This design comes from an exercise in tuning for small area and a short achievable clock period on the open sky130 flow, not from production work.
At most, simulation tests tie the RTL to the original design; equivalence was not proved.
Power is estimated from default activity; no workload was simulated.

==> run a <==
// usb_capture_top
module usb_capture_top (
    input  logic                   clk_120mhz,
    input  logic                   rst_n,
    input  usb_pkt_pkg::byte_t     host_data_i,
    input  logic                   host_valid_i,
    input  logic                   host_sop_i,
    input  logic                   host_eop_i,
    input  logic                   host_crc_ok_i,
    input  usb_pkt_pkg::byte_t     dev_data_i,
    input  logic                   dev_valid_i,
    input  logic                   dev_sop_i,
    input  logic                   dev_eop_i,
    input  logic                   dev_crc_ok_i,
    input  logic                   rd_req_i,
    output usb_pkt_pkg::byte_t     rd_data_o,
    output logic                   rd_sop_o,
    output logic                   rd_eop_o,
    output usb_pkt_pkg::dir_t      rd_dir_o,
    output usb_pkt_pkg::ts_short_t rd_ts_o,
    output logic                   rd_valid_o,
    output logic                   rd_empty_o,
    input  usb_pkt_pkg::byte_t     cmd_data_i,
    input  logic                   cmd_valid_i,
    output usb_pkt_pkg::byte_t     resp_data_o,
    output logic                   resp_valid_o
);
==> module capture_fifo, before the edit <==
module capture_fifo (
    input  logic                   clk_120mhz,
    input  logic                   rst_n,
    input  logic                   wr_valid_i,
    input  usb_pkt_pkg::byte_t     wr_data_i,
    input  logic                   wr_sop_i,
    input  logic                   wr_eop_i,
    input  usb_pkt_pkg::dir_t      wr_dir_i,
    input  usb_pkt_pkg::ts_short_t wr_ts_i,
    input  logic                   rd_req_i,
    output usb_pkt_pkg::byte_t     rd_data_o,
    output logic                   rd_sop_o,
    output logic                   rd_eop_o,
    output usb_pkt_pkg::dir_t      rd_dir_o,
    output usb_pkt_pkg::ts_short_t rd_ts_o,
    output logic                   rd_valid_o,
    output logic                   empty_o,
    output logic                   overflow_o,
    output usb_pkt_pkg::cnt16_t    pkt_count_o
);
    localparam int DEPTH = 64;
    localparam int W     = usb_pkt_pkg::ENTRY_W;
    logic [W-1:0] row [0:DEPTH-1];
    logic [W-1:0] wr_entry;
    logic [6:0]   count_q;     
    logic         shift_q;     
    logic         full;
    logic         wr_accept;
    logic         rd_fire;
    logic         drop_q;
    logic [DEPTH-1:0] sel_w, sel_s, sel_h;
    assign full      = count_q[6];
    assign wr_accept = wr_valid_i & ~full & (~drop_q | wr_sop_i);
    assign rd_fire   = rd_req_i & ~empty_o;
    assign wr_entry  = {wr_dir_i, wr_sop_i, wr_eop_i, wr_ts_i, wr_data_i};
    always_comb begin
        for (int i = 0; i < DEPTH; i++) begin
            sel_w[i] = wr_accept & (count_q[5:0] == 6'(i));
            sel_s[i] = ~sel_w[i] & shift_q;
            sel_h[i] = ~sel_w[i] & ~shift_q;
        end
    end
    always_ff @(posedge clk_120mhz) begin
        for (int i = 0; i < DEPTH - 1; i++) begin
            row[i] <= ({W{sel_w[i]}} & wr_entry) |
                      ({W{sel_s[i]}} & row[i+1]) |
                      ({W{sel_h[i]}} & row[i]);
        end
        row[DEPTH-1] <= ({W{sel_w[DEPTH-1] | shift_q}} & wr_entry) |
                        ({W{sel_h[DEPTH-1]}} & row[DEPTH-1]);
    end
    assign rd_dir_o  = usb_pkt_pkg::dir_t'(row[0][W-1]);
    assign rd_sop_o  = row[0][W-2];
    assign rd_eop_o  = row[0][W-3];
    assign rd_ts_o   = row[0][usb_pkt_pkg::BYTE_W +: usb_pkt_pkg::TS_SHORT_W];
    assign rd_data_o = row[0][usb_pkt_pkg::BYTE_W-1:0];
    always_ff @(posedge clk_120mhz or negedge rst_n) begin
        if (!rst_n) begin
            count_q     <= '0;
            shift_q     <= 1'b0;
            empty_o     <= 1'b1;
            drop_q      <= 1'b0;
            overflow_o  <= 1'b0;
            pkt_count_o <= '0;
            rd_valid_o  <= 1'b0;
        end else begin
            rd_valid_o <= rd_fire;
            shift_q    <= rd_fire;
            case ({wr_accept, rd_fire})
                2'b10:   count_q <= count_q + 1'b1;
                2'b01:   count_q <= count_q - 1'b1;
                default: count_q <= count_q;
            endcase
            empty_o <= ~wr_accept & (empty_o | (rd_req_i & (count_q == 7'd1)));
            if (wr_valid_i) begin
                if (full) begin
                    drop_q     <= 1'b1;
                    overflow_o <= 1'b1;
                end else if (wr_sop_i) begin
                    drop_q <= 1'b0;
                end
            end
            if (wr_accept && wr_eop_i) begin
                pkt_count_o <= pkt_count_o + 1'b1;
            end
        end
    end
endmodule
==> flow/config.mk <==
export PLATFORM = sky130hd
export DESIGN_NAME = usb_capture_top
export DESIGN_NICKNAME = usb_capture_top
export VERILOG_FILES = /design/flow/design.v
export SDC_FILE = /design/flow/constraint.sdc
export NUM_CORES = 4
export LEC_CHECK = 0
export ABC_AREA = 1
export CAP_MARGIN = 20
export CORE_MARGIN = 2
export CORE_UTILIZATION = 40
export SLEW_MARGIN = 20
==> flow/constraint.sdc <==
create_clock -name core_clock -period 4.0 [get_ports {clk_120mhz}]
set_input_delay 0.8000 -clock core_clock [delete_from_list [all_inputs] [get_ports {clk_120mhz}]]
set_output_delay 0.8000 -clock core_clock [all_outputs]
set_load 0.01 [all_outputs]
run.sh (not shown) runs the stock make flow with config.mk's settings and CLKGATE_MAP_FILE= SYNTH_SCRIPT=/design/flow/synth_recipe.tcl, a recipe that flattens the netlist after the stock synthesis.
==> run b: changes against run a <==
--- a/flow/design.v
+++ b/flow/design.v
@@ -151,5 +151,7 @@
     logic [W-1:0] row [0:DEPTH-1];
     logic [W-1:0] wr_entry;
-    logic [6:0]   count_q;     
+    logic [7:0]   lo_q;
+    logic [8:0]   hi_q;
+    logic         inc, dec;
     logic         shift_q;     
     logic         full;
@@ -158,23 +160,39 @@
     logic         drop_q;
     logic [DEPTH-1:0] sel_w, sel_s, sel_h;
-    assign full      = count_q[6];
+    assign full      = hi_q[8];
     assign wr_accept = wr_valid_i & ~full & (~drop_q | wr_sop_i);
     assign rd_fire   = rd_req_i & ~empty_o;
+    assign inc       = wr_accept & ~rd_fire;
+    assign dec       = rd_fire & ~wr_accept;
     assign wr_entry  = {wr_dir_i, wr_sop_i, wr_eop_i, wr_ts_i, wr_data_i};
     always_comb begin
         for (int i = 0; i < DEPTH; i++) begin
-            sel_w[i] = wr_accept & (count_q[5:0] == 6'(i));
+            sel_w[i] = hi_q[i / 8] & lo_q[i % 8];
             sel_s[i] = ~sel_w[i] & shift_q;
             sel_h[i] = ~sel_w[i] & ~shift_q;
         end
     end
+    logic [W-1:0] wr_entry_n;
+    logic [DEPTH-1:0] sel_w_n;
+    logic [W-1:0] row_d [0:DEPTH-1];
+    assign wr_entry_n = ~wr_entry;
+    assign sel_w_n    = ~sel_w;
+    for (genvar i = 0; i < DEPTH; i++) begin : g_row
+        for (genvar j = 0; j < W; j++) begin : g_bit
+            capture_fifo_bit u_bit (
+                .hold_i   (sel_h[i]),
+                .own_i    (row[i][j]),
+                .shift_i  (sel_s[i]),
+                .upper_i  ((i == DEPTH - 1) ? wr_entry[j] : row[(i + 1) % DEPTH][j]),
+                .sel_w_n_i(sel_w_n[i]),
+                .wr_n_i   (wr_entry_n[j]),
+                .d_o      (row_d[i][j])
+            );
+        end
+    end
     always_ff @(posedge clk_120mhz) begin
-        for (int i = 0; i < DEPTH - 1; i++) begin
-            row[i] <= ({W{sel_w[i]}} & wr_entry) |
-                      ({W{sel_s[i]}} & row[i+1]) |
-                      ({W{sel_h[i]}} & row[i]);
+        for (int i = 0; i < DEPTH; i++) begin
+            row[i] <= row_d[i];
         end
-        row[DEPTH-1] <= ({W{sel_w[DEPTH-1] | shift_q}} & wr_entry) |
-                        ({W{sel_h[DEPTH-1]}} & row[DEPTH-1]);
     end
     assign rd_dir_o  = usb_pkt_pkg::dir_t'(row[0][W-1]);
@@ -185,5 +203,6 @@
     always_ff @(posedge clk_120mhz or negedge rst_n) begin
         if (!rst_n) begin
-            count_q     <= '0;
+            lo_q        <= 8'd1;
+            hi_q        <= 9'd1;
             shift_q     <= 1'b0;
             empty_o     <= 1'b1;
@@ -195,10 +214,12 @@
             rd_valid_o <= rd_fire;
             shift_q    <= rd_fire;
-            case ({wr_accept, rd_fire})
-                2'b10:   count_q <= count_q + 1'b1;
-                2'b01:   count_q <= count_q - 1'b1;
-                default: count_q <= count_q;
-            endcase
-            empty_o <= ~wr_accept & (empty_o | (rd_req_i & (count_q == 7'd1)));
+            if (inc) begin
+                lo_q <= {lo_q[6:0], lo_q[7]};
+                if (lo_q[7]) hi_q <= {hi_q[7:0], 1'b0};
+            end else if (dec) begin
+                lo_q <= {lo_q[0], lo_q[7:1]};
+                if (lo_q[0]) hi_q <= {1'b0, hi_q[8:1]};
+            end
+            empty_o <= ~wr_accept & (empty_o | (rd_req_i & hi_q[0] & lo_q[1]));
             if (wr_valid_i) begin
                 if (full) begin
@@ -215,4 +236,17 @@
     end
 endmodule
+module capture_fifo_bit (
+    input  logic hold_i,
+    input  logic own_i,
+    input  logic shift_i,
+    input  logic upper_i,
+    input  logic sel_w_n_i,
+    input  logic wr_n_i,
+    output logic d_o
+);
+    logic keep_n;
+    assign keep_n = ~((hold_i & own_i) | (shift_i & upper_i));
+    assign d_o    = ~((sel_w_n_i | wr_n_i) & keep_n);
+endmodule
 module control_regs (
     input  logic                     clk_120mhz,
ABC_AREA = not set   (was 1)
CORE_UTILIZATION = 60   (was 40)
SETUP_SLACK_MARGIN = 1.8   (was not set)
SYNTH_HIERARCHICAL = 1   (was not set)
TNS_END_PERCENT = 100   (was not set)
==> run c: changes against run a <==
--- a/flow/design.v
+++ b/flow/design.v
@@ -151,5 +151,7 @@
     logic [W-1:0] row [0:DEPTH-1];
     logic [W-1:0] wr_entry;
-    logic [6:0]   count_q;     
+    logic [7:0]   lo_q;
+    logic [8:0]   hi_q;
+    logic         inc, dec;
     logic         shift_q;     
     logic         full;
@@ -158,11 +160,13 @@
     logic         drop_q;
     logic [DEPTH-1:0] sel_w, sel_s, sel_h;
-    assign full      = count_q[6];
+    assign full      = hi_q[8];
     assign wr_accept = wr_valid_i & ~full & (~drop_q | wr_sop_i);
     assign rd_fire   = rd_req_i & ~empty_o;
+    assign inc       = wr_accept & ~rd_fire;
+    assign dec       = rd_fire & ~wr_accept;
     assign wr_entry  = {wr_dir_i, wr_sop_i, wr_eop_i, wr_ts_i, wr_data_i};
     always_comb begin
         for (int i = 0; i < DEPTH; i++) begin
-            sel_w[i] = wr_accept & (count_q[5:0] == 6'(i));
+            sel_w[i] = hi_q[i / 8] & lo_q[i % 8];
             sel_s[i] = ~sel_w[i] & shift_q;
             sel_h[i] = ~sel_w[i] & ~shift_q;
@@ -185,5 +189,6 @@
     always_ff @(posedge clk_120mhz or negedge rst_n) begin
         if (!rst_n) begin
-            count_q     <= '0;
+            lo_q        <= 8'd1;
+            hi_q        <= 9'd1;
             shift_q     <= 1'b0;
             empty_o     <= 1'b1;
@@ -195,10 +200,12 @@
             rd_valid_o <= rd_fire;
             shift_q    <= rd_fire;
-            case ({wr_accept, rd_fire})
-                2'b10:   count_q <= count_q + 1'b1;
-                2'b01:   count_q <= count_q - 1'b1;
-                default: count_q <= count_q;
-            endcase
-            empty_o <= ~wr_accept & (empty_o | (rd_req_i & (count_q == 7'd1)));
+            if (inc) begin
+                lo_q <= {lo_q[6:0], lo_q[7]};
+                if (lo_q[7]) hi_q <= {hi_q[7:0], 1'b0};
+            end else if (dec) begin
+                lo_q <= {lo_q[0], lo_q[7:1]};
+                if (lo_q[0]) hi_q <= {1'b0, hi_q[8:1]};
+            end
+            empty_o <= ~wr_accept & (empty_o | (rd_req_i & hi_q[0] & lo_q[1]));
             if (wr_valid_i) begin
                 if (full) begin
CORE_UTILIZATION = 60   (was 40)
SETUP_SLACK_MARGIN = 1.8   (was not set)
TNS_END_PERCENT = 100   (was not set)
==> run d: changes against run a <==
--- a/flow/design.v
+++ b/flow/design.v
@@ -151,5 +151,8 @@
     logic [W-1:0] row [0:DEPTH-1];
     logic [W-1:0] wr_entry;
-    logic [6:0]   count_q;     
+    logic [7:0]   lo_q;
+    logic [8:0]   hi_q;
+    logic         inc, dec;
+    logic         empty_next;
     logic         shift_q;     
     logic         full;
@@ -158,23 +161,40 @@
     logic         drop_q;
     logic [DEPTH-1:0] sel_w, sel_s, sel_h;
-    assign full      = count_q[6];
+    assign full      = hi_q[8];
     assign wr_accept = wr_valid_i & ~full & (~drop_q | wr_sop_i);
     assign rd_fire   = rd_req_i & ~empty_o;
+    assign empty_next = ~wr_accept & (empty_o | (rd_req_i & hi_q[0] & lo_q[1]));
+    assign inc       = wr_accept & ~rd_fire;
+    assign dec       = rd_fire & ~wr_accept;
     assign wr_entry  = {wr_dir_i, wr_sop_i, wr_eop_i, wr_ts_i, wr_data_i};
     always_comb begin
         for (int i = 0; i < DEPTH; i++) begin
-            sel_w[i] = wr_accept & (count_q[5:0] == 6'(i));
+            sel_w[i] = hi_q[i / 8] & lo_q[i % 8];
             sel_s[i] = ~sel_w[i] & shift_q;
             sel_h[i] = ~sel_w[i] & ~shift_q;
         end
     end
+    logic [W-1:0] wr_entry_n;
+    logic [DEPTH-1:0] sel_w_n;
+    logic [W-1:0] row_d [0:DEPTH-1];
+    assign wr_entry_n = ~wr_entry;
+    assign sel_w_n    = ~sel_w;
+    for (genvar i = 0; i < DEPTH; i++) begin : g_row
+        for (genvar j = 0; j < W; j++) begin : g_bit
+            capture_fifo_bit u_bit (
+                .hold_i   (sel_h[i]),
+                .own_i    (row[i][j]),
+                .shift_i  (sel_s[i]),
+                .upper_i  ((i == DEPTH - 1) ? wr_entry[j] : row[(i + 1) % DEPTH][j]),
+                .sel_w_n_i(sel_w_n[i]),
+                .wr_n_i   (wr_entry_n[j]),
+                .d_o      (row_d[i][j])
+            );
+        end
+    end
     always_ff @(posedge clk_120mhz) begin
-        for (int i = 0; i < DEPTH - 1; i++) begin
-            row[i] <= ({W{sel_w[i]}} & wr_entry) |
-                      ({W{sel_s[i]}} & row[i+1]) |
-                      ({W{sel_h[i]}} & row[i]);
+        for (int i = 0; i < DEPTH; i++) begin
+            row[i] <= row_d[i];
         end
-        row[DEPTH-1] <= ({W{sel_w[DEPTH-1] | shift_q}} & wr_entry) |
-                        ({W{sel_h[DEPTH-1]}} & row[DEPTH-1]);
     end
     assign rd_dir_o  = usb_pkt_pkg::dir_t'(row[0][W-1]);
@@ -185,5 +205,6 @@
     always_ff @(posedge clk_120mhz or negedge rst_n) begin
         if (!rst_n) begin
-            count_q     <= '0;
+            lo_q        <= 8'd1;
+            hi_q        <= 9'd1;
             shift_q     <= 1'b0;
             empty_o     <= 1'b1;
@@ -194,11 +215,13 @@
         end else begin
             rd_valid_o <= rd_fire;
-            shift_q    <= rd_fire;
-            case ({wr_accept, rd_fire})
-                2'b10:   count_q <= count_q + 1'b1;
-                2'b01:   count_q <= count_q - 1'b1;
-                default: count_q <= count_q;
-            endcase
-            empty_o <= ~wr_accept & (empty_o | (rd_req_i & (count_q == 7'd1)));
+            shift_q    <= rd_fire | empty_next;
+            if (inc) begin
+                lo_q <= {lo_q[6:0], lo_q[7]};
+                if (lo_q[7]) hi_q <= {hi_q[7:0], 1'b0};
+            end else if (dec) begin
+                lo_q <= {lo_q[0], lo_q[7:1]};
+                if (lo_q[0]) hi_q <= {1'b0, hi_q[8:1]};
+            end
+            empty_o <= empty_next;
             if (wr_valid_i) begin
                 if (full) begin
@@ -215,4 +238,17 @@
     end
 endmodule
+module capture_fifo_bit (
+    input  logic hold_i,
+    input  logic own_i,
+    input  logic shift_i,
+    input  logic upper_i,
+    input  logic sel_w_n_i,
+    input  logic wr_n_i,
+    output logic d_o
+);
+    logic keep_n;
+    assign keep_n = ~((hold_i & own_i) | (shift_i & upper_i));
+    assign d_o    = ~((sel_w_n_i | wr_n_i) & keep_n);
+endmodule
 module control_regs (
     input  logic                     clk_120mhz,
ABC_AREA = not set   (was 1)
CORE_UTILIZATION = 60   (was 40)
CTS_CLUSTER_DIAMETER = 100   (was not set)
CTS_CLUSTER_SIZE = 30   (was not set)
SETUP_SLACK_MARGIN = 1.8   (was not set)
SYNTH_HIERARCHICAL = 1   (was not set)
TNS_END_PERCENT = 100   (was not set)
==> notes <==
The lowest area after synthesis belongs to run d, the highest to run c. Core utilization, lowest first: run a, run d, run c, run b. Power: run c > run a > run b > run d. In run a the flip-flop and latch count is lower than in run d, by 11. The highest final cell count belongs to run a, the lowest to run d. In critical path depth, run d and run b do not differ. In run d the sequential share of layout area is higher than in run b, by 3.2 points. Global-route usage, lowest first: run a, run d, run c, run b. Non-clock buffer count, lowest first: run a, run c, run d, run b.
For run a and run c, only the layout was checked, not whether the RTL still works.

## re-timing with driven ports
The results above use ideal ports. As a check the final layouts listed here were re-extracted and re-timed, cells and wires unchanged. Step 1 (the two cells are an assumption about what drives the block):
set clk [get_ports {clk_120mhz}]
set_driving_cell -lib_cell sky130_fd_sc_hd__clkbuf_16 $clk
set_driving_cell -lib_cell sky130_fd_sc_hd__buf_2 [delete_from_list [all_inputs] $clk]
Step 2 adds t to the input delays and takes it off the output delays; t is the mean of the earliest and latest rising clock arrival at the registers after step 1. Input paths then give back, and output paths get back, about the clock's delay inside the block. Three values: ideal ports, drivers, drivers and shift; two values: the first two.
run | shift t [ns] | setup WS [ns] | hold slack, ns | worst register clock-pin slew, ns | pins driven straight from the clock port
run a | 0.895 | 0.536 / 0.536 / 0.536 | 0.107 / 0.052 / 0.445 | 0.07 / 0.07 | 1
run b | 0.839 | 1.720 / 1.649 / 1.096 | 0.069 / 0.036 / 0.476 | 0.07 / 0.07 | 1
run c | 0.869 | 1.693 / 1.615 / 0.978 | 0.061 / 0.009 / 0.462 | 0.07 / 0.07 | 1
run d | 0.762 | 1.795 / 1.719 / 1.156 | 0.123 / 0.071 / 0.464 | 0.12 / 0.12 | 1
After both steps setup and hold are still met in every run listed. The setup slack of run c, which loses most, moves by -0.078 ns with the drivers and by -0.715 ns with both steps.
